What follows belongs to an exercise in optimizing a design on an open flow for small area, a short achievable clock period and few clock cycles per item; a production flow would make more cautious choices.
The RTL was checked by simulation tests, not by an equivalence proof against the original design.

==> flow/design.v (outline; a module is shown in full before it is edited, if it fits) <==
// module fxp_mul: 2256 lines
// module taylor_cos: 77 lines
module taylor_cos
(
   input  logic         clock,
   input  logic         reset,
   input  logic         start,
   input  logic [W-1:0] angle_in,
   output logic         ready_out,
   output logic [W-1:0] cos_out
);
  // ...
==> flow/flow/run.sh <==
#!/bin/bash
set -euo pipefail
bash standard.sh SETUP_SLACK_MARGIN=6.1 finish > flow.log 2>&1
==> flow/standard.sh <==
#!/bin/bash
# synth_recipe.tcl (not shown) runs the flow's synth.tcl, then flattens the netlist and writes it again
# the make line also repeats each setting of config.mk as NAME=value (left out here)
make -C /OpenROAD-flow-scripts/flow DESIGN_CONFIG=/design/flow/config.mk WORK_HOME=/design/flow/orfs CLKGATE_MAP_FILE= SYNTH_SCRIPT=/design/flow/synth_recipe.tcl "${@:-finish}"
==> flow/config.mk <==
export PLATFORM = sky130hd
export DESIGN_NAME = taylor_cos
export DESIGN_NICKNAME = taylor_cos
export VERILOG_FILES = /design/flow/design.v
export SDC_FILE = /design/flow/constraint.sdc
export NUM_CORES = 4
export LEC_CHECK = 0
export ABC_AREA = 1
export CAP_MARGIN = 20
export CORE_MARGIN = 2
export CORE_UTILIZATION = 40
export SLEW_MARGIN = 20
export SYNTH_HIERARCHICAL = 1
==> flow/constraint.sdc <==
create_clock -name core_clock -period 12.0 [get_ports {clock}]
set_input_delay 2.4000 -clock core_clock [delete_from_list [all_inputs] [get_ports {clock}]]
set_output_delay 2.4000 -clock core_clock [all_outputs]
set_load 0.01 [all_outputs]
==> summary.md, run 1 <==
| Metric | Value |
|---|---|
| Worst path arrival time | between 6 and 7 ns |
| Rows | 78 |
| R2r startpoint | b_q[10] |
| Status | timing/DRC/antenna clean |
| Via Count | approximately 19,000 |
| Synth area leader | fa_1 |
| Total GRT Usage | 32.02% |
| Pre-CTS WS | between 4 and 5 ns |
| Synth Area in Compound Gates | approximately 15% |
| Nets | 2,901 |
| Mapped cell area | about 0.018 mm2 |
| Initial antenna violation count | 0 |
| Final Hold Fails | 0 |
| Largest family of logic cells by synthesized area | adder cells |
| Layout Utilization | a little over half |
| WP data required | between 10 and 15 ns |
| Most frequent cells in the layout | 361 x inv_1, 306 x nand2_1, 273 x xor2_1 |
| CP startpoint | b_q[10] |
| Layout cells sized above 1 | between 20% and 30% |
| CTS tree | done |
| Met3 Usage GRT | approximately a tenth |
| CTS Buf Count | 9 |
| EDFF count, synth | 47 |
| Avg Inst Size Synth | 7.724 um2 |
| RD Place Congestion | 0.9939 |
| Mux contribution to synthesized area | less than 1% |
| Number of ordinary inverters in the final layout | between 400 and 500 |
| Slew headroom | approximately two fifths |
| DR WL met2 | around 34 mm |
| Die area | roughly 0.048 mm2 |
| Post-DP Area | just under 0.02 mm2 |
| # Taps | 600 |
| Synthesis Warnings | 7 |
| Vias in the first global route | between 15,000 and 20,000 |
| Synth area leaders | fa_1 28%, xor2_1 14%, o22ai_1 9.0%, inv_1 8.1%, edfxtp_1 7.7% |
| Most common cell after layout, fill and taps aside | inv_1 |
| Top flop regs | a_q x25, b_q x25, step_q x5 |
| Fin Hold WS | between 0.4 and 0.5 ns |
Testbench counts, summed over its fixed seeds: cycles 3,072, items 512.
==> inputs of run 2 (changes only) <==
==> flow/flow/run.sh (replaced) <==
#!/bin/bash
set -euo pipefail
bash standard.sh SETUP_SLACK_MARGIN=5.5 "BUFFER_PORTS_ARGS=-buffer_cell sky130_fd_sc_hd__buf_1" finish > flow.log 2>&1
==> summary.md, run 2 <==
| Metric | Value |
|---|---|
| Clk_skew | 0.006922 ns |
| Total iterations of the first detailed-routing run | 6 |
| Critical path type | reg -> reg |
| Die Wd | approximately 220 um |
| Slew headroom | 29.35% (-12 points) |
| Final Hold Fails | 0 (unchanged) |
| Setup TNS | 0 ns |
| Die Y-Extent | around 220 um |
| DR top layer | met4 |
| Fraction of registers with async set or reset after synthesis | 10.53% |
| CTS Root Cell | clkbuf_16 |
| Avg Inst Size Synth | 7.724 um2 (unchanged) |
| Min cycle time layout | between 6 and 7 ns |
| Die area | 0.04779 mm2 (unchanged) |
| Number of vias per cell | between 5 and 6 |
| Synth area leaders | fa_1 28%, xor2_1 14%, o22ai_1 9.0%, inv_1 8.1%, edfxtp_1 7.7% |
| Fin cells | approximately 3,000 |
| Area growth syn-to-layout | 9.773% |
| Clock Pin Slew Worst Setup and Hold Paths | 0.06 ns |
| Maxcap violations | 0 |
| CP endpoint kind | flop |
| Post-DP HPWL | between 40 and 50 mm |
| CTS Buf Count | 9 (unchanged) |
| Inst Count DP | between 2,000 and 3,000 |
| Synth cell types | 47 |
| Clock Tree Buf Depth | 2 |
| Skew-Pair Late Insertion Delay | 0.33 ns |
| Mapped cell area | 0.01842 mm2 (unchanged) |
| Wl on met1 | roughly 27 mm |
| Rows | 78 (unchanged) |
| Net count after synthesis | around 2,800 |
| Initial antenna violation count | 0 (unchanged) |
| Total GRT Usage | 28.21% (-3.8 points) |
| Flops & latches, synth | 57 |
| Status | timing/DRC/antenna clean |
| Vias in the first global route | 17,420 (-6.7%) |
| Worst path arrival time | 6.45 ns (+0.39 ns) |
| EDFF count, synth | 47 (unchanged) |
| Period Utilization, post-route | 52.47% |
| Clk sinks | 57 |
| Most common cell after layout, fill and taps aside | inv_1 |
| Starting density of the core | 40.60% |
| Crit-path max FO | 25 |
| Synthesis Warnings | 7 (unchanged) |
| First-pass GRT wire length | slightly above 100 mm |
| Fillers | 4,622 |
| Wire per inst | about 22 um |
| Largest net degree at the start of global routing | 61 |
| Most frequent cells in the layout | 389 x inv_1, 329 x nand2_1, 299 x xor2_1 |
| Count leader, synth | inv_1 |
| ANT cells | 0 |
| GRT overflow | 0 |
| DR WL met2 | 29.95 mm (-11%) |
| First-iteration detailed-routing DRC count | ~1,900 |
| Pre-CTS WS | 4.300 ns (-0.5691 ns) |
| Met3 WL | 7.006 mm |
| Synth area leader | fa_1 |
| Top flop regs | a_q x25, b_q x25, step_q x5 |
| Core area | 0.04538 mm2 |
| RSZ-0062 raised after global routing | yes |
| # port buffers | slightly above 50 |
| Max Fclk | 158.8 MHz |
| # DRC | 0 |
| Final Max Tran Viols | 0 |
| Nets | 2,772 (-4.4%) |
| Max H-tree Level | 3 |
| Via Count | 17,230 (-7.8%) |
| Worst-Margin Slew | 1.057 ns |
| Io pins | 52 |
| Top post-synthesis cells by count | 397 x inv_1, 336 x nand2_1, 300 x xor2_1 |
| Sequential area share after synthesis | ~8.9% |
| Final wirelength | around 67 mm |
| Startpoint Class | flop |
| Syn Inst Count | between 2,000 and 2,500 |
| Layout cells sized above 1 | 10.50% (-14 points) |
| Worst hold-check path type | reg -> reg |
| Hold buffers post-CTS | 0 |
| Post-route ant nets | 0 |
| Synth Flop Type | edfxtp_1 |
| # setup viols final | 0 |
| CTS tree | done |
| WP data required | 12.15 ns (+0.13 ns) |
| Post-route setup slack | about 5.7 ns |
| Yosys top cell area share | between 20% and 30% |
| RD Place Congestion | 0.9500 (-4.4%) |
## run 2: worst max-delay path, cell delays in order (launching register included)
cell and delay, ns:
edfxtp_1 0.38, buf_4 0.22, or2_2 0.36, nand2_4 0.34, o22ai_2 0.13, xor2_1 0.18
fa_1 0.54, fa_1 0.48, fa_1 0.53, fa_1 0.44, fa_1 0.51, inv_1 0.05
ha_1 0.34, nand2_1 0.14, nor2_4 0.16, nand2_1 0.08, nor2_1 0.10, nand2_1 0.10
nand2_4 0.11, inv_1 0.05, fa_1 0.37, xnor2_1 0.16, inv_1 0.07, o31ai_1 0.23
## run 2: logic make-up (layout without fill, tap and decap cells)
logic type      after synthesis  after routing  synth area share (%)
mux                           3              3                0.1630
buf+inv                     574            589                 12.12
flops                        57             57                 8.911
compound gates              452            452                 14.83
fa+ha+maj                   350            350                 34.41
xor+xnor                    306            306                 14.55
simple gates                643            643                 15.03
## run 2: repair_timing
action / CTS / global route
endpoints found under the setup margin: 50 / 37
resized for setup: 31 / 68
setup buffers: 24 / 14
gates cloned: 4 / 5
pin swaps: 4 / 16
## run 2: per-layer routing
layer | track usage [%] | up-vias
li1 | - | 7675
met3 | 5.999 | 211
met5 | 0 | -
met1 | 37.25 | 8296
met2 | 44.20 | 1043
met4 | 12.86 | 0
## run 2: final cells by class
cell class / count / area [um2] / share of cell area (%)
Sequential cell: 57 / 1642 / 8.117
Inverter: 425 / 1648 / 8.148
Clock buffer: 9 / 225.2 / 1.114
Clock inverter: 7 / 56.30 / 0.2784
Tap cell: 600 / 750.7 / 3.712
Multi-Input combinational cell: 1754 / 14870 / 73.52
Timing Repair Buffer: 142 / 998.5 / 4.937
Timing Repair inverter: 6 / 35.03 / 0.1732
## run 2: per-stage QoR
| stage | hold slack [ns] | util (%) | instance area [um2] |
|---|---|---|---|
| 6_report | 0.4136 | 44.56 | 20220 |
| 3_5_place_dp | 0.3899 | 42.18 | 19140 |
| 4_1_cts | 0.4085 | 43.55 | 19760 |
| 2_1_floorplan | 0.3487 | - | 18420 |
| 5_1_grt | 0.4306 | 44.56 | 20220 |
| 3_3_place_gp | 0.3885 | 42.18 | 19140 |
## run 2: path summary, 6_finish.rpt
| path | end | from | slack, ns | cells past startpoint |
|---|---|---|---|---|
| max | a_q[10] | a_q[9] | 5.70 | 23 |
| min | step_q[3] | step_q[2] | 0.41 | 0 |
| max reg2reg | a_q[10] | a_q[9] | 5.70 | 23 |
| min reg2reg | step_q[3] | step_q[2] | 0.41 | 0 |
| max in group asynchronous | step_q[2] | reset | 9.85 | 2 |
| min in group asynchronous | ready_q | reset | 1.95 | 2 |
## run 2: Yosys stat by module, one instance, submodules excluded
module / flip-flops and latches / cell area (um2) / copies in the design / cells inside
fxp_mul: 0 / 14160 / 1 / 1773
taylor_cos: 57 / 4265 / 1 / 612
==> inputs of run 3 (changes only) <==
--- a/flow/config.mk
+++ b/flow/config.mk
@@ -10,4 +10,5 @@
 export CORE_MARGIN = 2
 export CORE_UTILIZATION = 40
+export GPL_ROUTABILITY_DRIVEN = 0
 export SLEW_MARGIN = 20
 export SYNTH_HIERARCHICAL = 1
==> summary.md, run 3 <==
| Metric | Value |
|---|---|
| # DRC | 0 (unchanged) |
| Period Utilization, post-route | 52.88% (+0.40 points) |
| Worst-Margin Slew | 0.8624 ns (-0.1948 ns) |
| Post-DP HPWL | 48.23 mm (-0.54%) |
| Worst path arrival time | 6.49 ns (+0.04 ns) |
| Fraction of registers with async set or reset after synthesis | 10.53% (unchanged) |
| Startpoint Class | flop |
| CP max-delay cell | fa_1 |
| Min cycle time layout | 6.345 ns (+0.04848 ns) |
| Number of vias per cell | 5.751 (+0.17%) |
| WP data required | 12.14 ns (about the same) |
| Max H-tree Level | 3 (unchanged) |
| Core area | 0.04538 mm2 (unchanged) |
| Rows | 78 (unchanged) |
| Design area | 0.02013 mm2 (-0.47%) |
| Status | timing/DRC/antenna clean |
| Synth cell types | 47 (unchanged) |
| Post-route ant nets | 0 (unchanged) |
| Top flop regs | a_q x25, b_q x25, step_q x5 |
| Die Wd | 218.6 um (unchanged) |
| Mapped cell area | 0.01842 mm2 (unchanged) |
| Flops & latches, synth | 57 (unchanged) |
| Clock Pin Slew Worst Setup and Hold Paths | 0.05 ns (about the same) |
| Skew-Pair Late Insertion Delay | 0.33 ns (about the same) |
| R2R depth | 24 (+4.3%) |
| Maxcap violations | 0 (unchanged) |
| Die Y-Extent | 218.6 um (unchanged) |
| Synth Flop Type | edfxtp_1 |
| Layout Utilization | 44.35% (-0.21 points) |
| Critical path's largest stage delay | 0.51 ns (-0.03 ns) |
| Final Max Tran Viols | 0 (unchanged) |
| Initial antenna violation count | 0 (unchanged) |
| Post-DP Area | 0.01920 mm2 (+0.30%) |
| Net count after synthesis | 2,762 (unchanged) |
| Wire per inst | 22.13 um (-1.1%) |
| Most frequent cells in the layout | 392 x inv_1, 330 x nand2_1, 299 x xor2_1 |
| First-pass GRT wire length | 101.5 mm (-1.1%) |
| Die area | 0.04779 mm2 (unchanged) |
| CTS Buf Count | 9 (unchanged) |
| Count leader, synth | inv_1 |
| Most common cell on crit path | fa_1 |
| Max Fclk | 157.6 MHz (-0.76%) |
| Critical path type | reg -> reg |
| Avg Inst Size Synth | 7.724 um2 (unchanged) |
| Fillers | 4,545 (-1.7%) |
| Setup TNS | 0 ns (unchanged) |
| Io pins | 52 (unchanged) |
| Sequential area share after synthesis | 8.911% (unchanged) |
| CP endpoint kind | flop |
| Buffers & Inverters on Critical Path | 5 (+1) |
| First-iteration detailed-routing DRC count | 2,023 (+7.3%) |
| Area growth syn-to-layout | 9.257% |
| Most common cell after layout, fill and taps aside | inv_1 |
| Layout cells sized above 1 | 9.716% (-0.78 points) |
| Starting density of the core | 40.60% (unchanged) |
| Yosys top cell area share | 28.36% (unchanged) |
| Synth area leaders | fa_1 28%, xor2_1 14%, o22ai_1 9.0%, inv_1 8.1%, edfxtp_1 7.7% |
| Final wirelength | 66.35 mm (-1.2%) |
| Synth area leader | fa_1 |
| Post-route setup slack | 5.655 ns (-0.04848 ns) |
| ANT cells | 0 (unchanged) |
| Clk_skew | 0.009020 ns (+0.002098 ns) |
| Largest net degree at the start of global routing | 61 (unchanged) |
| CTS tree | done |
| Worst hold-check path type | reg -> reg |
| GRT overflow | 0 (unchanged) |
| Total iterations of the first detailed-routing run | 8 (+2) |
| Total GRT Usage | 27.81% (-0.39 points) |
| Fin Hold WS | 0.4122 ns (-0.001417 ns) |
| Cell family with most CP delay | adder cells |
| Via Count | 17,240 (+0.099%) |
| Clock Tree Buf Depth | 2 (unchanged) |
| Critical-path cell list | buf_4 > or2_2 > nor2_1 > nor2_2 > buf_4 > o22ai_1 > xor2_1 > fa_1 > fa_1 > fa_1 > fa_1 > fa_1 > inv_1 > ha_1 > a21oi_1 > nand3_4 > a21oi_2 > nand2_4 > buf_12 > nand2_1 > nand3_1 > nand2_2 > inv_1 > o31ai_1 |
| Crit path to | a_q[11] |
| RSZ-0062 raised after global routing | yes |
| FF-to-FF setup slack | 5.65 ns (-0.05 ns) |
| CP startpoint | a_q[9] |
| Vias in the first global route | 17,320 (-0.59%) |
| # port buffers | 51 (unchanged) |
| Synthesis Warnings | 7 (unchanged) |
| Nets | 2,770 (-0.072%) |
| EDFF count, synth | 47 (unchanged) |
| Final Hold Fails | 0 (unchanged) |
| Top post-synthesis cells by count | 397 x inv_1, 336 x nand2_1, 300 x xor2_1 |
| Clk sinks | 57 (unchanged) |
| Pre-CTS WS | 4.814 ns (+0.5141 ns) |
| Critical Path Stages | 24 (+4.3%) |
| CTS Root Cell | clkbuf_16 |
| R2r endpoint | a_q[11] |
| Crit-path max FO | 18 (-28%) |
| Slew headroom | 42.43% (+13 points) |
| # setup viols final | 0 (unchanged) |
| Syn Inst Count | 2,385 (unchanged) |
| R2r startpoint | a_q[9] |
run 3: modules after synthesis (local to each module, per instance):
module | copies in the design | cells inside | area (um2)
fxp_mul | 1 | 1773 | 14160
taylor_cos | 1 | 612 | 4265
run 3: worst min path at each step:
stage	startpoint	end	depth (start not counted)
floorplan	step_q[0]	step_q[1]	0
global placement	step_q[2]	step_q[3]	0
detailed placement	step_q[3]	step_q[4]	0
CTS	step_q[3]	step_q[4]	0
global route	step_q[3]	step_q[4]	0
finish	step_q[3]	step_q[4]	0
run 3: per-layer routing:
| layer | up-vias | GRT usage, % | share of wire [%] |
|---|---|---|---|
| li1 | 7674 | - | - |
| met4 | 0 | 12.68 | 5.8 |
| met5 | - | 0 | 0 |
| met3 | 250 | 7.209 | 12 |
| met1 | 8264 | 36.42 | 39 |
| met2 | 1054 | 42.97 | 44 |
run 3: what timing repair did:
action                                 CTS  global route
cloned                                   5             1
resized for setup                       39            46
setup buffers                           21            11
pin swaps                                3             8
hold buffers                             0             0
endpoints found under the hold margin    0             0
setup endpoints to repair               44            39
run 3: metrics by stage:
stage | std cells
after floorplan | 2385
after global placement | 2943
after detailed placement | 2944
after CTS | 2986
after global routing | 2998
final | 2998
run 3: logic make-up (layout without fill, tap and decap cells):
family          Yosys count  after routing  synth area share [%]
simple gates            643            643                 15.03
buf+inv                 574            587                 12.12
compound gates          452            452                 14.83
fa+ha+maj               350            350                 34.41
xor+xnor                306            306                 14.55
flops                    57             57                 8.911
mux                       3              3                0.1630
run 3: cell type report:
cell class | count | area [um2] | area share [%]
repair inverters | 5 | 35.03 | 0.1741
flip-flops and latches | 57 | 1642 | 8.156
clock inverters | 6 | 58.81 | 0.2922
inverters | 425 | 1634 | 8.118
clock buffers | 10 | 229.0 | 1.138
well taps | 600 | 750.7 | 3.730
multi-input cells | 1754 | 14810 | 73.60
repair buffers | 141 | 964.7 | 4.793
==> inputs of run 4 (changes only) <==
==> flow/flow/run.sh (replaced) <==
#!/bin/bash
set -euo pipefail
bash standard.sh SETUP_SLACK_MARGIN=5.35 "BUFFER_PORTS_ARGS=-buffer_cell sky130_fd_sc_hd__buf_1" finish > flow.log 2>&1
--- a/flow/config.mk
+++ b/flow/config.mk
@@ -10,5 +10,4 @@
 export CORE_MARGIN = 2
 export CORE_UTILIZATION = 40
-export GPL_ROUTABILITY_DRIVEN = 0
 export SLEW_MARGIN = 20
 export SYNTH_HIERARCHICAL = 1
==> summary.md, run 4 <==
| Metric | Value |
|---|---|
| Synthesis Warnings | 7 (unchanged) |
| Setup TNS | 0 ns (unchanged) |
| Final Max Tran Viols | 0 (unchanged) |
| Nets | 2,764 (-0.22%) |
| Status | timing/DRC/antenna clean |
| Hold depth | 0 (unchanged) |
| Startpoint Class | flop |
| Most common cell on crit path | fa_1 |
| Total iterations of the first detailed-routing run | 6 (-2) |
| GRT overflow | 0 (unchanged) |
| Post-DP Area | 0.01914 mm2 (-0.30%) |
| Max Fclk | 156.1 MHz (-0.96%) |
| Design area | 0.01995 mm2 (-0.88%) |
| Yosys top cell area share | 28.36% (unchanged) |
| WP data required | 12.15 ns (about the same) |
| # DRC | 0 (unchanged) |
| Avg Inst Size Synth | 7.724 um2 (unchanged) |
| CTS Root Cell | clkbuf_16 |
| Wire per inst | 22.33 um (+0.90%) |
| Critical path type | reg -> reg |
| # port buffers | 51 (unchanged) |
| Flops & latches, synth | 57 (unchanged) |
| Mapped cell area | 0.01842 mm2 (unchanged) |
| Die Y-Extent | 218.6 um (unchanged) |
| EDFF count, synth | 47 (unchanged) |
| Fraction of registers with async set or reset after synthesis | 10.53% (unchanged) |
| Vias in the first global route | 17,450 (+0.77%) |
| Die Wd | 218.6 um (unchanged) |
| Inst Count DP | 2,937 (-0.24%) |
| Max H-tree Level | 3 (unchanged) |
| Io pins | 52 (unchanged) |
| Clk sinks | 57 (unchanged) |
| Final Hold Fails | 0 (unchanged) |
| Clock Pin Slew Worst Setup and Hold Paths | 0.05 ns (about the same) |
| Post-route setup slack | 5.593 ns (-0.06170 ns) |
| # setup viols final | 0 (unchanged) |
| First-iteration detailed-routing DRC count | 1,867 (-7.7%) |
| Synth area leaders | fa_1 28%, xor2_1 14%, o22ai_1 9.0%, inv_1 8.1%, edfxtp_1 7.7% |
| R2R depth | 21 (-13%) |
| Die area | 0.04779 mm2 (unchanged) |
| Crit-path max FO | 23 (+5) |
| Top post-synthesis cells by count | 397 x inv_1, 336 x nand2_1, 300 x xor2_1 |
| Maxcap violations | 0 (unchanged) |
| Hold buffers post-CTS | 0 (unchanged) |
| Fin cells | 2,993 (-0.17%) |
| Sequential area share after synthesis | 8.911% (unchanged) |
| First-pass GRT wire length | 102.6 mm (+1.1%) |
| Pre-CTS WS | 4.300 ns (-0.5141 ns) |
| Critical path's largest stage delay | 0.86 ns (+0.35 ns) |
| Most frequent cells in the layout | 392 x inv_1, 332 x nand2_1, 300 x xor2_1 |
| Synth cell types | 47 (unchanged) |
| Layout cells sized above 1 | 8.988% (-0.73 points) |
| Post-DP HPWL | 48.49 mm (+0.54%) |
| Total GRT Usage | 28.20% (+0.39 points) |
| Worst path arrival time | 6.56 ns (+0.07 ns) |
| Period Utilization, post-route | 53.39% (+0.51 points) |
| Net count after synthesis | 2,762 (unchanged) |
| Rows | 78 (unchanged) |
| Clock Tree Buf Depth | 2 (unchanged) |
| Synth Flop Type | edfxtp_1 |
| Starting density of the core | 40.60% (unchanged) |
| Top flop regs | a_q x25, b_q x25, step_q x5 |
| CTS tree | done |
| Synth area leader | fa_1 |
| Core area | 0.04538 mm2 (unchanged) |
| Largest net degree at the start of global routing | 61 (unchanged) |
| Slew headroom | 23.14% (-19 points) |
| Syn Inst Count | 2,385 (unchanged) |
| RD Place Congestion | 0.9500 |
| Most common cell after layout, fill and taps aside | inv_1 |
| Post-route ant nets | 0 (unchanged) |
| Skew-Pair Late Insertion Delay | 0.33 ns (about the same) |
| CP endpoint kind | flop |
| Min cycle time layout | 6.407 ns (+0.06170 ns) |
| Worst-Margin Slew | 1.152 ns (+0.2893 ns) |
| Number of vias per cell | 5.717 (-0.60%) |
| RSZ-0062 raised after global routing | no |
| Final wirelength | 66.83 mm (+0.73%) |
| CTS Buf Count | 9 (unchanged) |
| Worst hold-check path type | reg -> reg |
| Area growth syn-to-layout | 8.293% |
| Clk_skew | 0.006228 ns (-0.002792 ns) |
| Critical-path cell list | inv_1 > o22ai_1 > xor2_1 > fa_1 > fa_1 > fa_1 > fa_1 > fa_1 > inv_1 > ha_1 > nand2_1 > nor2_1 > nand2_1 > nor2_1 > nand2_1 > nand2_4 > inv_1 > fa_1 > xnor2_1 > inv_1 > o31ai_1 |
| Count leader, synth | inv_1 |
| Initial antenna violation count | 1 (+1) |
| CP max-delay cell | inv_1 |
| Via Count | 17,110 (-0.77%) |
run 4: cell counts after synthesis:
No cell type changed its count.
run 4: path summary, 6_finish.rpt:
check | to | from | slack [ns]
max | a_q[10] | b_q[8] | 5.59
min | step_q[3] | step_q[2] | 0.41
max reg2reg | a_q[10] | b_q[8] | 5.59
min reg2reg | step_q[3] | step_q[2] | 0.41
max in group asynchronous | step_q[2] | reset | 9.85
min in group asynchronous | ready_q | reset | 1.95
run 4: critical path: cells and delay by family (launching register included):
| kind | cells | cell delay (ns) |
|---|---|---|
| simple gates | 6 | 0.74 |
| fa+ha+maj | 7 | 3.14 |
| flops | 1 | 0.45 |
| xor+xnor | 2 | 0.38 |
| compound gates | 2 | 0.48 |
| buf+inv | 4 | 1.02 |
run 4: timing repair:
action / in CTS / in global routing
endpoints found under the setup margin: 50 / 36
pin swaps: 1 / 7
resized for setup: 25 / 29
setup buffers: 22 / 11
gates cloned: 4 / 2
run 4: cell type report:
type	instances	area [um2]
Inverter	425	1623
Fill cell	4648	25430
Clock buffer	9	225.2
Sequential cell	57	1642
Antenna cell	1	2.502
Timing Repair inverter	5	30.03
Clock inverter	7	56.30
Tap cell	600	750.7
Timing Repair Buffer	135	883.3
Multi-Input combinational cell	1754	14740
run 4: metal layers:
metal	track usage [%]	wire (um)	up-vias
li1	-	-	7657
met1	37.33	26810	8286
met2	44.32	30240	979
met3	5.971	6600	188
met4	12.40	3183	0
met5	0	0	-
run 4: cell families (layout without fill, tap and decap cells):
logic type / Yosys count / in the layout / share of synthesized area (%)
xor+xnor: 306 / 306 / 14.55
compound gates: 452 / 452 / 14.83
fa+ha+maj: 350 / 350 / 34.41
mux: 3 / 3 / 0.1630
buf+inv: 574 / 581 / 12.12
other cells: 0 / 1 / 0
simple gates: 643 / 643 / 15.03
flops: 57 / 57 / 8.911
run 4: per-stage QoR:
step                      utilization [%]  hold WS (ns)
final                               43.96        0.4085
after global routing                43.96        0.4306
after CTS                           43.44        0.4085
after detailed placement            42.18        0.3899
after global placement              42.18        0.3885
after floorplan                         -        0.3487
run 4: modules after synthesis (local to each module, per instance):
module      flops+latches  area (um2)  times used  cells inside
taylor_cos             57        4265           1           612
fxp_mul                 0       14160           1          1773
==> module taylor_cos, before the edit <==
module taylor_cos
(
   input  logic         clock,
   input  logic         reset,
   input  logic         start,
   input  logic [W-1:0] angle_in,
   output logic         ready_out,
   output logic [W-1:0] cos_out
);
   logic [4:0]  step_q;     
   logic        ready_q;
   logic [24:0] a_q;        
   logic [24:0] b_q;        
   logic        x23_q;      
   logic        idle;
   logic        accept;
   logic [24:0] s_row;
   logic        e_bit;
   logic [24:0] mul_p;
   logic [3:0]  t;
   logic [24:0] acc4;
   assign idle   = ~|step_q;
   assign accept = idle & start;
   fxp_mul u_mul (
      .a_in (a_q[23:0]),
      .b_in (b_q),
      .s_in (s_row),
      .e_in (e_bit),
      .p_c  (mul_p)
   );
   always_comb begin
      s_row = {1'b0, {23{x23_q}} & b_q[22:0], 1'b0};
      if (step_q[1]) s_row = 25'h1ffd27d;    
      if (step_q[2]) s_row = 25'h0055555;    
      if (step_q[3]) s_row = 25'h1c00000;    
      if (step_q[4]) s_row = 25'h0800000;    
   end
   assign e_bit = step_q[0] & x23_q;
   logic [23:0] x;
   assign x = {x23_q, a_q[22:0]};
   always_comb begin
      t = 4'd0;
      if (x >= 24'd2897)     t = t + 4'd1;
      if (x >= 24'd5931643)  t = t + 4'd1;
      if (x >= 24'd8388609)  t = t + 4'd1;
      if (x >= 24'd10273906) t = t + 4'd1;
      if (x >= 24'd11863284) t = t + 4'd1;
      if (x >= 24'd13263555) t = t + 4'd1;
      if (x >= 24'd14529496) t = t + 4'd1;
      if (x >= 24'd15693649) t = t + 4'd1;
      acc4 = 25'd208 - {21'd0, t};
   end
   always_ff @(posedge clock or posedge reset) begin
      if (reset) begin
         step_q  <= 5'd0;
         ready_q <= 1'b0;
      end else begin
         step_q <= {step_q[3:0], accept};
         if (accept)         ready_q <= 1'b0;
         else if (step_q[4]) ready_q <= 1'b1;
      end
   end
   always_ff @(posedge clock) begin
      if (accept) begin
         a_q   <= {2'b0, angle_in[22:0]};
         b_q   <= {2'b0, angle_in[22:0]};
         x23_q <= angle_in[23];
      end else if (step_q[0]) begin
         a_q <= acc4;
         b_q <= mul_p;
      end else if (!idle) begin
         a_q <= mul_p;
      end
   end
   assign ready_out = ready_q;
   assign cos_out   = a_q[24] ? {W{1'b0}} : a_q[W-1:0];
endmodule
==> inputs of run 5 (changes only) <==
--- a/flow/design.v
+++ b/flow/design.v
@@ -2272,5 +2272,5 @@
    logic        ready_q;
    logic [24:0] a_q;        
-   logic [24:0] b_q;        
+   logic [24:0] nb_q;       
    logic        x23_q;      
    logic        idle;
@@ -2285,5 +2285,5 @@
    fxp_mul u_mul (
       .a_in (a_q[23:0]),
-      .b_in (b_q),
+      .b_in (~nb_q),
       .s_in (s_row),
       .e_in (e_bit),
@@ -2291,5 +2291,5 @@
    );
    always_comb begin
-      s_row = {1'b0, {23{x23_q}} & b_q[22:0], 1'b0};
+      s_row = {1'b0, {23{x23_q}} & ~nb_q[22:0], 1'b0};
       if (step_q[1]) s_row = 25'h1ffd27d;    
       if (step_q[2]) s_row = 25'h0055555;    
@@ -2325,9 +2325,9 @@
       if (accept) begin
          a_q   <= {2'b0, angle_in[22:0]};
-         b_q   <= {2'b0, angle_in[22:0]};
+         nb_q  <= ~{2'b0, angle_in[22:0]};
          x23_q <= angle_in[23];
       end else if (step_q[0]) begin
          a_q <= acc4;
-         b_q <= mul_p;
+         nb_q <= ~mul_p;
       end else if (!idle) begin
          a_q <= mul_p;
==> flow/flow/run.sh (replaced) <==
#!/bin/bash
set -euo pipefail
bash standard.sh SETUP_SLACK_MARGIN=5.5 "BUFFER_PORTS_ARGS=-buffer_cell sky130_fd_sc_hd__buf_1" finish > flow.log 2>&1
==> summary.md, run 5 <==
| Metric | Value |
|---|---|
| Status | timing/DRC/antenna clean |
| Clk_skew | 0.006973 ns (+0.0007457 ns) |
| CTS Buf Count | 9 (unchanged) |
| Via Count | 16,520 (-3.5%) |
| RSZ-0062 raised after global routing | yes |
| Setup TNS | 0 ns (unchanged) |
| Post-DP HPWL | 44.88 mm (-7.5%) |
| Most common cell on crit path | fa_1 |
| Max H-tree Level | 3 (unchanged) |
| Die area | 0.04813 mm2 (+0.72%) |
| Slew headroom | 24.62% (+1.5 points) |
| FF-to-FF setup slack | 5.66 ns (+0.07 ns) |
| Synthesis Warnings | 7 (unchanged) |
| Synth Flop Type | edfxtp_1 |
| WP data required | 12.08 ns (-0.07 ns) |
| Flops & latches, synth | 57 (unchanged) |
| Io pins | 52 (unchanged) |
| Initial antenna violation count | 1 (unchanged) |
| R2r endpoint | a_q[10] |
| Starting density of the core | 40.72% (+0.12 points) |
| GRT overflow | 0 (unchanged) |
| Fin Hold WS | 0.4199 ns (+0.01138 ns) |
| Post-route ant nets | 0 (unchanged) |
| CP endpoint kind | flop |
| Final wirelength | 61.43 mm (-8.1%) |
| Cell family with most CP delay | adder cells |
| Worst-Margin Slew | 1.129 ns (-0.02224 ns) |
| Die Wd | 219.4 um (+0.36%) |
| Critical path type | reg -> reg |
| Synth cell types | 52 (+11%) |
| Max Fclk | 157.7 MHz (+1.1%) |
| Top post-synthesis cells by count | 417 x inv_1, 307 x xor2_1, 287 x o22ai_1 |
| First-pass GRT wire length | 96.47 mm (-5.9%) |
| Final Hold Fails | 0 (unchanged) |
| EDFF count, synth | 49 (+4.3%) |
| Buffers & Inverters on Critical Path | 4 (unchanged) |
| Fraction of registers with async set or reset after synthesis | 10.53% (unchanged) |
| Net count after synthesis | 2,715 (-1.7%) |
| Synth area leader | fa_1 |
| Post-DP Area | 0.01915 mm2 (about the same) |
| CTS Root Cell | clkbuf_16 |
| Synth area leaders | fa_1 28%, xor2_1 14%, o22ai_1 9.7%, inv_1 8.4%, edfxtp_1 7.9% |
| Core area | 0.04558 mm2 (+0.43%) |
| CP max-delay cell | fa_1 |
| Worst path arrival time | 6.42 ns (-0.14 ns) |
| Fillers | 4,556 (-2.0%) |
| # port buffers | 51 (unchanged) |
| Clock Pin Slew Worst Setup and Hold Paths | 0.06 ns (about the same) |
| Clk sinks | 57 (unchanged) |
| Post-route setup slack | 5.661 ns (+0.06723 ns) |
| Min cycle time layout | 6.339 ns (-0.06723 ns) |
| Yosys top cell area share | 28.16% (-0.21 points) |
| RD Place Congestion | 0.9049 (-4.7%) |
| Maxcap violations | 0 (unchanged) |
| Rows | 78 (unchanged) |
| Area growth syn-to-layout | 8.070% |
| Die Y-Extent | 219.4 um (+0.36%) |
| Hold buffers post-CTS | 0 (unchanged) |
| Worst hold-check path type | reg -> reg |
| Pre-CTS WS | 4.539 ns (+0.2391 ns) |
| Design area | 0.02006 mm2 (+0.53%) |
| Mapped cell area | 0.01856 mm2 (+0.73%) |
| Syn Inst Count | 2,338 (-2.0%) |
| ANT cells | 0 (-1) |
| # setup viols final | 0 (unchanged) |
| Period Utilization, post-route | 52.83% (-0.56 points) |
| Top flop regs | a_q x25, nb_q x25, step_q x5 |
| Count leader, synth | inv_1 |
| Critical-path cell list | buf_6 > or2_1 > nand2_1 > buf_4 > o22ai_1 > xor2_1 > fa_1 > fa_1 > fa_1 > fa_1 > fa_1 > inv_1 > ha_1 > nand2_2 > nor2_4 > nand2_2 > nor2_2 > nand2_4 > nand2_8 > inv_1 > fa_1 > xnor2_1 > mux2i_1 > nor2_1 |
| R2R depth | 24 (+14%) |
| Layout cells sized above 1 | 10.03% (+1.0 points) |
| Most common cell after layout, fill and taps aside | inv_1 |
| Wire per inst | 20.86 um (-6.6%) |
| CTS tree | done |
| Nets | 2,716 (-1.7%) |
| Number of vias per cell | 5.611 (-1.9%) |
| First-iteration detailed-routing DRC count | 1,660 (-11%) |
| Vias in the first global route | 17,120 (-1.9%) |
| # DRC | 0 (unchanged) |
| Sequential area share after synthesis | 8.954% (+0.043 points) |
| R2r startpoint | a_q[9] |
| Skew-Pair Late Insertion Delay | 0.34 ns (about the same) |
| Startpoint Class | flop |
| Total iterations of the first detailed-routing run | 8 (+2) |
| Final Max Tran Viols | 0 (unchanged) |
| Crit path to | a_q[10] |
| Total GRT Usage | 25.95% (-2.3 points) |
| Largest net degree at the start of global routing | 30 (-51%) |
| Critical path's largest stage delay | 0.54 ns (-0.32 ns) |
| Layout Utilization | 44.00% (about the same) |
| Clock Tree Buf Depth | 2 (unchanged) |
| Crit-path max FO | 25 (+8.7%) |
| Most frequent cells in the layout | 409 x inv_1, 306 x xor2_1, 283 x o22ai_1 |
| Critical Path Stages | 24 (+14%) |
| Avg Inst Size Synth | 7.937 um2 (+2.8%) |
| CP startpoint | a_q[9] |
[run 5: per-layer routing]
layer	GRT usage, %	vias up	part of all wire (%)	wire, um
li1	-	7486	-	-
met1	33.40	8026	40	24480
met3	3.895	166	8.2	5023
met2	42.75	838	47	28890
met4	12.21	2	4.9	3007
met5	0	-	0.029	18
[run 5: worst min-delay path by stage]
stage / from / end / slack, ns / cells after the start
3_5_place_dp: step_q[3] / step_q[4] / 0.39 / 0
4_1_cts: step_q[3] / step_q[4] / 0.42 / 0
2_1_floorplan: step_q[0] / step_q[1] / 0.35 / 0
3_3_place_gp: step_q[3] / step_q[4] / 0.39 / 0
6_report: step_q[3] / step_q[4] / 0.42 / 0
5_1_grt: step_q[3] / step_q[4] / 0.43 / 0
[run 5: area by class of cell]
class | count | area [um2] | area share (%)
Multi-Input combinational cell | 1694 | 14770 | 73.66
Inverter | 445 | 1729 | 8.622
Sequential cell | 57 | 1662 | 8.285
Timing Repair Buffer | 128 | 827.0 | 4.124
Tap cell | 600 | 750.7 | 3.743
Clock buffer | 11 | 232.7 | 1.160
Clock inverter | 5 | 56.30 | 0.2807
Timing Repair inverter | 4 | 25.02 | 0.1248
[run 5: modules after synthesis, one instance, submodules excluded]
| module | flops+latches | cells | cell area (um2) |
|---|---|---|---|
| taylor_cos | 57 | 578 | 4278 |
| fxp_mul | 0 | 1760 | 14280 |
[run 5: logic make-up (layout without fill, tap and decap cells)]
kind of cell | after synthesis | count (layout) | share of synthesized area, %
buf+inv | 588 | 593 | 12.46
simple gates | 590 | 590 | 14.73
flops | 57 | 57 | 8.954
compound gates | 419 | 420 | 13.81
xor+xnor | 315 | 315 | 14.87
mux | 19 | 19 | 1.025
fa+ha+maj | 350 | 350 | 34.16
[run 5: through the flow]
| stage | std cells |
|---|---|
| 5_1_grt | 2944 |
| 3_5_place_dp | 2882 |
| 4_1_cts | 2927 |
| 3_3_place_gp | 2882 |
| 6_report | 2944 |
| 2_1_floorplan | 2338 |
[run 5: what timing repair did]
action                     in CTS  in global routing
gates cloned                    5                  0
resized for setup              27                 39
pin swaps                       1                  9
buffers inserted               24                 17
setup endpoints to repair      49                 43
Testbench counts of run 5, summed over its fixed seeds: cycles 3,072, items 512.
==> inputs of run 6 (changes only) <==
--- a/flow/design.v
+++ b/flow/design.v
@@ -2272,5 +2272,5 @@
    logic        ready_q;
    logic [24:0] a_q;        
-   logic [24:0] nb_q;       
+   logic [24:0] b_q;        
    logic        x23_q;      
    logic        idle;
@@ -2281,9 +2281,11 @@
    logic [3:0]  t;
    logic [24:0] acc4;
+   logic [23:0] x;
+   assign x = {x23_q, a_q[22:0]};
    assign idle   = ~|step_q;
    assign accept = idle & start;
    fxp_mul u_mul (
       .a_in (a_q[23:0]),
-      .b_in (~nb_q),
+      .b_in (b_q),
       .s_in (s_row),
       .e_in (e_bit),
@@ -2291,5 +2293,5 @@
    );
    always_comb begin
-      s_row = {1'b0, {23{x23_q}} & ~nb_q[22:0], 1'b0};
+      s_row = {1'b0, {23{x23_q}} & b_q[22:0], 1'b0};
       if (step_q[1]) s_row = 25'h1ffd27d;    
       if (step_q[2]) s_row = 25'h0055555;    
@@ -2298,18 +2300,18 @@
    end
    assign e_bit = step_q[0] & x23_q;
-   logic [23:0] x;
-   assign x = {x23_q, a_q[22:0]};
-   always_comb begin
-      t = 4'd0;
-      if (x >= 24'd2897)     t = t + 4'd1;
-      if (x >= 24'd5931643)  t = t + 4'd1;
-      if (x >= 24'd8388609)  t = t + 4'd1;
-      if (x >= 24'd10273906) t = t + 4'd1;
-      if (x >= 24'd11863284) t = t + 4'd1;
-      if (x >= 24'd13263555) t = t + 4'd1;
-      if (x >= 24'd14529496) t = t + 4'd1;
-      if (x >= 24'd15693649) t = t + 4'd1;
-      acc4 = 25'd208 - {21'd0, t};
-   end
+   logic [7:0] c;
+   assign c[0] = x >= 24'd2897;
+   assign c[1] = x >= 24'd5931643;
+   assign c[2] = x >= 24'd8388609;
+   assign c[3] = x >= 24'd10273906;
+   assign c[4] = x >= 24'd11863284;
+   assign c[5] = x >= 24'd13263555;
+   assign c[6] = x >= 24'd14529496;
+   assign c[7] = x >= 24'd15693649;
+   assign t[3] = c[7];
+   assign t[2] = c[3] & ~c[7];
+   assign t[1] = (c[1] & ~c[3]) | (c[5] & ~c[7]);
+   assign t[0] = (c[0] & ~c[1]) | (c[2] & ~c[3]) | (c[4] & ~c[5]) | (c[6] & ~c[7]);
+   assign acc4 = 25'd208 - {21'd0, t};
    always_ff @(posedge clock or posedge reset) begin
       if (reset) begin
@@ -2325,9 +2327,9 @@
       if (accept) begin
          a_q   <= {2'b0, angle_in[22:0]};
-         nb_q  <= ~{2'b0, angle_in[22:0]};
+         b_q   <= {2'b0, angle_in[22:0]};
          x23_q <= angle_in[23];
       end else if (step_q[0]) begin
          a_q <= acc4;
-         nb_q <= ~mul_p;
+         b_q <= mul_p;
       end else if (!idle) begin
          a_q <= mul_p;
==> summary.md, run 6 <==
| Metric | Value |
|---|---|
| Status | timing/DRC/antenna clean |
| Die area | 0.04637 mm2 (-3.7%) |
| R2R depth | 21 (-13%) |
| Total iterations of the first detailed-routing run | 8 (unchanged) |
| CTS tree | done |
| Starting density of the core | 40.49% (-0.23 points) |
| Nets | 2,630 (-3.2%) |
| CTS Buf Count | 9 (unchanged) |
| R2r startpoint | b_q[18] |
| Synth cell types | 48 (-7.7%) |
| Final wirelength | 62.13 mm (+1.2%) |
| Largest net degree at the start of global routing | 67 (+120%) |
| Critical path's largest stage delay | 0.84 ns (+0.30 ns) |
| Crit-path max FO | 24 (-4.0%) |
| Top flop regs | a_q x25, b_q x25, step_q x5 |
| Syn Inst Count | 2,247 (-3.9%) |
| Most common cell after layout, fill and taps aside | inv_1 |
| Critical path type | reg -> reg |
| Final Hold Fails | 0 (unchanged) |
| FF-to-FF setup slack | 5.63 ns (-0.03 ns) |
| Max H-tree Level | 3 (unchanged) |
| Hold depth | 0 (unchanged) |
| Maxcap violations | 0 (unchanged) |
| Sequential area share after synthesis | 9.188% (+0.23 points) |
| Most common cell on crit path | fa_1 |
| RSZ-0062 raised after global routing | yes |
| First-iteration detailed-routing DRC count | 1,627 (-2.0%) |
| Vias in the first global route | 16,750 (-2.2%) |
| WP data required | 12.18 ns (+0.10 ns) |
| Rows | 77 (-1.3%) |
| Synth Area in Compound Gates | 14.69% (+0.88 points) |
| Inst Count DP | 2,789 (-3.2%) |
| Via Count | 16,450 (-0.40%) |
| Worst-Margin Slew | 1.160 ns (+0.03019 ns) |
| Yosys top cell area share | 29.24% (+1.1 points) |
| Worst path arrival time | 6.55 ns (+0.13 ns) |
| Setup TNS | 0 ns (unchanged) |
| Clk sinks | 57 (unchanged) |
| Worst Hold Launch | step_q[3] |
| Synth area leaders | fa_1 29%, xor2_1 15%, o22ai_1 10%, inv_1 8.2%, edfxtp_1 7.9% |
| Die Y-Extent | 215.3 um (-1.8%) |
| ANT cells | 0 (unchanged) |
| # DRC | 0 (unchanged) |
| Fraction of the mapped netlist area in adder cells | 34.99% (+0.83 points) |
| Avg Inst Size Synth | 7.952 um2 (+0.18%) |
| Synth Flop Type | edfxtp_1 |
| Buffers & Inverters on Critical Path | 4 (unchanged) |
| # setup viols final | 0 (unchanged) |
| Clock Pin Slew Worst Setup and Hold Paths | 0.05 ns (about the same) |
| Startpoint Class | flop |
| Final Max Tran Viols | 0 (unchanged) |
| Initial antenna violation count | 1 (unchanged) |
| Post-route ant nets | 0 (unchanged) |
| Worst hold-check path type | reg -> reg |
| EDFF count, synth | 47 (-4.1%) |
| Fin cells | 2,857 (-3.0%) |
| Most frequent cells in the layout | 381 x inv_1, 304 x xor2_1, 286 x o22ai_1 |
| CTS Root Cell | clkbuf_16 |
| Total GRT Usage | 26.64% (+0.69 points) |
| Min cycle time layout | 6.371 ns (+0.03111 ns) |
| R2r endpoint | a_q[10] |
| # port buffers | 51 (unchanged) |
| First-pass GRT wire length | 95.60 mm (-0.90%) |
| Cell family with most CP delay | adder cells |
| Simple logic cell fraction of the synthesized area | 13.06% (-1.7 points) |
| Largest family of logic cells by synthesized area | adder cells |
| Fillers | 4,511 (-0.99%) |
| Count leader, synth | inv_1 |
| XOR/XNOR Fraction of Synth Area | 15.29% (+0.43 points) |
| Slew headroom | 22.61% (-2.0 points) |
| Clk_skew | 0.004615 ns (-0.002358 ns) |
| CP endpoint kind | flop |
| Synth area leader | fa_1 |
| RD Place Congestion | 0.9489 (+4.9%) |
| Post-DP HPWL | 43.13 mm (-3.9%) |
| Max Fclk | 157.0 MHz (-0.49%) |
| Skew-Pair Late Insertion Delay | 0.35 ns (about the same) |
| Flops & latches, synth | 57 (unchanged) |
| Clock Tree Buf Depth | 2 (unchanged) |
| Top post-synthesis cells by count | 390 x inv_1, 306 x xor2_1, 287 x o22ai_1 |
| Period Utilization, post-route | 53.09% (+0.26 points) |
| Layout Utilization | 44.59% (+0.59 points) |
| Number of vias per cell | 5.758 (+2.6%) |
| CP startpoint | b_q[18] |
| Layout cells sized above 1 | 11.08% (+1.1 points) |
| Worst min-delay path endpoint | step_q[4] |
| Post-DP Area | 0.01849 mm2 (-3.5%) |
| Net count after synthesis | 2,617 (-3.6%) |
| Critical-path cell list | inv_1 > o22ai_1 > xor2_1 > fa_1 > fa_1 > fa_1 > fa_1 > fa_1 > inv_1 > ha_2 > nand2_1 > nor2_2 > nand2_1 > nor2_1 > nand2_2 > nand2_8 > inv_1 > fa_1 > xnor2_1 > inv_1 > o31ai_1 |
| Core area | 0.04412 mm2 (-3.2%) |
| Mux contribution to synthesized area | 0.1681% (-0.86 points) |
| Area growth syn-to-layout | 10.12% |
| GRT overflow | 0 (unchanged) |
| Wire per inst | 21.75 um (+4.2%) |
| Die Wd | 215.3 um (-1.8%) |
| Io pins | 52 (unchanged) |
| Mapped cell area | 0.01787 mm2 (-3.7%) |
| Fin Hold WS | 0.4587 ns (+0.03882 ns) |
| Synthesis Warnings | 7 (unchanged) |
| Fraction of registers with async set or reset after synthesis | 10.53% (unchanged) |
| CP max-delay cell | inv_1 |
| Design area | 0.01968 mm2 (-1.9%) |
## run 6: metal layers
| layer | wire length, um | vias to the layer above | share of wire (%) | GRT usage (%) |
|---|---|---|---|---|
| li1 | - | 7241 | - | - |
| met1 | 23230 | 8025 | 37 | 33.01 |
| met2 | 28290 | 928 | 46 | 42.05 |
| met3 | 6618 | 256 | 11 | 6.808 |
| met4 | 3986 | 2 | 6.4 | 15.49 |
| met5 | 13 | - | 0.021 | 0 |
## run 6: modules after synthesis, one instance, submodules excluded
module,cells,copies in the design,area (um2),flip-flops and latches
taylor_cos,487,1,3636,57
fxp_mul,1760,1,14230,0
## run 6: kinds of logic after synthesis
kind of cell / Yosys count
xor gates and xnor gates: 312
muxes: 3
AOI/OAI and AO/OA: 431
and+or+nand+nor: 539
adders and majority gates: 343
DFF: 57
buffers and inverters: 562
## run 6: per-stage QoR
step                      worst slack [ns]
after detailed placement             4.961
after CTS                            5.493
after global placement               5.024
final                                5.629
after global routing                 5.455
after floorplan                      5.902
## run 6: worst max path at each step
| stage | endpoint | slack, ns | cells past startpoint |
|---|---|---|---|
| floorplan | a_q[10] | 5.90 | 27 |
| global placement | a_q[9] | 5.02 | 22 |
| detailed placement | a_q[10] | 4.96 | 24 |
| CTS | a_q[10] | 5.49 | 26 |
| global route | a_q[10] | 5.46 | 21 |
| finish | a_q[10] | 5.63 | 21 |
## run 6: area by class of cell
type | count | area (um2) | area share (%)
Sequential cell | 57 | 1642 | 8.343
Multi-Input combinational cell | 1629 | 14280 | 72.60
Timing Repair inverter | 4 | 25.02 | 0.1272
Tap cell | 592 | 740.7 | 3.765
Clock buffer | 10 | 229.0 | 1.164
Timing Repair Buffer | 145 | 1079 | 5.482
Clock inverter | 6 | 58.81 | 0.2989
Inverter | 414 | 1618 | 8.223
## run 6: timing repair
action	4_1_cts	5_1_grt
setup buffers	21	24
pin swaps	1	17
cloned	4	3
gates resized for setup	33	82
setup endpoints to repair	44	42
hold buffers	0	0
Testbench counts of run 6, summed over its fixed seeds: cycles 3,072, items 512.

## port drivers added, routing unchanged
In the flow no input, the clock included, has a driving cell. The finished layouts below were timed again as built, in two steps.
Step 1: set_driving_cell puts a clkbuf_16 on clock and a buf_2 on each other input, an assumption about the parent block.
Step 2 also shifts input and output timing later by t, the mid clock arrival at the registers, as if the neighbouring blocks saw the same clock.
Three values: no drivers, after step 1, after step 2; two values: the first two.
run	t (ns)	setup WS [ns]	worst setup path after step 2	clock arrival spread, ns	worst data-port slew with drivers (ns)
run 1	0.358	5.969 / 5.969 / 5.969	register to register	0.010 / 0.010	0.04
run 2	0.359	5.703 / 5.703 / 5.703	register to register	0.007 / 0.007	0.04
run 3	0.359	5.655 / 5.655 / 5.655	register to register	0.009 / 0.009	0.04
run 4	0.360	5.593 / 5.593 / 5.593	register to register	0.007 / 0.006	0.04
run 5	0.381	5.661 / 5.661 / 5.661	register to register	0.007 / 0.007	0.05
run 6	0.390	5.629 / 5.629 / 5.629	register to register	0.004 / 0.004	0.03
After both steps setup and hold are still met in every run listed.
